Background: an optimization exercise with open tools, aiming at small area, a short achievable clock period and few clock cycles. Do not read the settings as production practice. In this exercise RTL edits were held to simulation tests only and were not proved equivalent to the original. Power and IR drop assume default switching activity.

Setup of run A:
Design lru_page_replacement, start of the top module:
module lru_page_replacement #(
  parameter int FRAME_SLOTS = lru_pkg::FRAME_SLOTS_DEF
) (
  input  logic                             clk,
  input  logic                             rst_n,
  input  logic                             in_valid,
  output logic                             in_ready,
  input  logic [lru_pkg::PAGE_W-1:0]       in_page_number,
  output logic                             out_valid,
  input  logic                             out_ready,
  output logic                             out_fault,
  output logic [lru_pkg::FRAME_USED_W-1:0] out_frame_used,
  output logic                             out_evicted_valid,
  output logic [lru_pkg::PAGE_W-1:0]       out_evicted_page,
  output logic [lru_pkg::FAULT_CNT_W-1:0]  out_fault_total,
  input  logic                             cfg_psel,
  input  logic                             cfg_penable,
  input  logic                             cfg_pwrite,
  input  logic [lru_pkg::CFG_ADDR_W-1:0]   cfg_paddr,
  input  logic [lru_pkg::CFG_DATA_W-1:0]   cfg_pwdata,
  output logic [lru_pkg::CFG_DATA_W-1:0]   cfg_prdata,
  output logic                             cfg_pready
);
==> flow/config.mk <==
export PLATFORM = sky130hd
export DESIGN_NAME = lru_page_replacement
export DESIGN_NICKNAME = lru_page_replacement
export VERILOG_FILES = /design/flow/design.v
export SDC_FILE = /design/flow/constraint.sdc
export NUM_CORES = 4
export LEC_CHECK = 0
export ABC_CLOCK_PERIOD_IN_PS = 2200
export CAP_MARGIN = 20
export CORE_MARGIN = 2
export CORE_UTILIZATION = 55
export GPL_ROUTABILITY_DRIVEN = 0
export SETUP_SLACK_MARGIN = 2.3
export SLEW_MARGIN = 20
==> flow/constraint.sdc <==
create_clock -name core_clock -period 5.0 [get_ports {clk}]
set_input_delay 1.0000 -clock core_clock [delete_from_list [all_inputs] [get_ports {clk}]]
set_output_delay 1.0000 -clock core_clock [all_outputs]
set_load 0.01 [all_outputs]
run.sh (not shown) runs the stock make flow with config.mk's settings and CLKGATE_MAP_FILE= SYNTH_SCRIPT=/design/flow/synth_recipe.tcl, a recipe that flattens the netlist after the stock synthesis.
Testbench counts of run A, summed over its fixed seeds: cycles 8,848.
The following lists how run B was set up differently from run A:
- SETUP_SLACK_MARGIN now 2.1, was 2.3
- GPL_ROUTABILITY_DRIVEN no longer set, was 0
==> run notes <==
When run B is measured against run A, its per-cell routed wire length turns out 0.77 um lower.
On flip-flop and latch count, run B and run A are basically level.
Cmp run B and run A / global-route usage / lower: run B
The lower growth of design area from synthesis to finish of run B and run A is in run B.
Of run B and run A, the lower pin count of the biggest net entering global routing belongs to run A.
Run B against run A; cell count is down by a few percent.
Re final-report setup violation count: no difference whatsoever between run A and run B.
| total wire length | run B vs run A | 5.3% lower |
A uppermost layer routed of met4 is what run A shows, while met5 belongs to run B.
Run B against run A; power is up slightly.
Diff run A -> run B: first-pass GRT wire length shrank by about 1.5%; final-layout fill cell count saw an increase.
> inputs changed (run B -> run C)
- changing SETUP_SLACK_MARGIN from 2.1 to 2.4
## What came out
Run C ended up with a lower sequential share of layout area than run B did.
Run C vs run B — count of clock-buffer cells in the layout dropped by a few percent
Per the comparison of run C with run B, number of detailed-route iterations in the first pass went up, number of logic inverters in the finished layout went up, shortest clock period the worst path allows after layout went down.
[inputs] run D vs run C
- SLEW_MARGIN now 60, was 20
- SETUP_SLACK_MARGIN now 2.3, was 2.4
## What came out
- Comparing area growth from synthesis to layout for run C and run D, the bigger number came from run C.
- NOTE: met1 capacity usage during global routing in run D falls short of that of run C
- For vias per cell, run D and run C come out practically identical.
- Compared with run C, in run D power consumed by sequential cells essentially unchanged, combinational group share of total power down 0.6 points.
Here is what was changed in the inputs of run E compared with run D.
- PLACE_DENSITY: unset -> 0.75
- SLEW_MARGIN: 60 -> 20
Notes after the runs:
Run E vs run D — largest net degree at the start of global routing rose 31. Between run E and run D, the power share of the sequential group is lower for run E. Final period utilization: run E < run D. Run E ends up with higher clock buffer and inverter area fraction after layout than run D does. Run D ended up with register to register as its kind of critical path; run E ended up with primary input to register. | number of buffers inserted during clock tree synthesis | run E vs run D | about 1.9% higher |. In the reports for run E and run D, the smaller wire length belongs to run E. [run E] portion of total power attributed to the clock network rose 1.3 points relative to run D.

==> static timing again, ports no longer ideal <==
The flow's constraints put no driver on any port. The routed layouts listed below were extracted and timed again, unchanged, in two steps.
Step 1: set_driving_cell puts a clkbuf_16 on clk and a buf_2 on each other input, an assumption about the parent block.
Step 2 adds t to the input delays and takes it off the output delays; t is the mean of the earliest and latest rising clock arrival at the registers after step 1. Input paths then give back, and output paths get back, about the clock's delay inside the block.
Three values: ideal ports, drivers, drivers and shift; two values: the first two.
| run | t (ns) | setup WS [ns] | worst slew at a driven data input, ns |
|---|---|---|---|
| run A | 0.708 | 2.142 / 2.142 / 1.581 | 0.04 |
| run B | 0.677 | 2.038 / 2.071 / 1.398 | 0.04 |
| run C | 0.673 | 2.277 / 2.277 / 1.749 | 0.03 |
| run D | 0.679 | 2.185 / 2.185 / 1.597 | 0.04 |
| run E | 0.701 | 2.220 / 2.249 / 1.557 | 0.08 |
After both steps every run listed still meets setup and hold. For run E, which loses most, drivers alone change the setup slack by +0.029 ns; drivers and shift together by -0.663 ns.
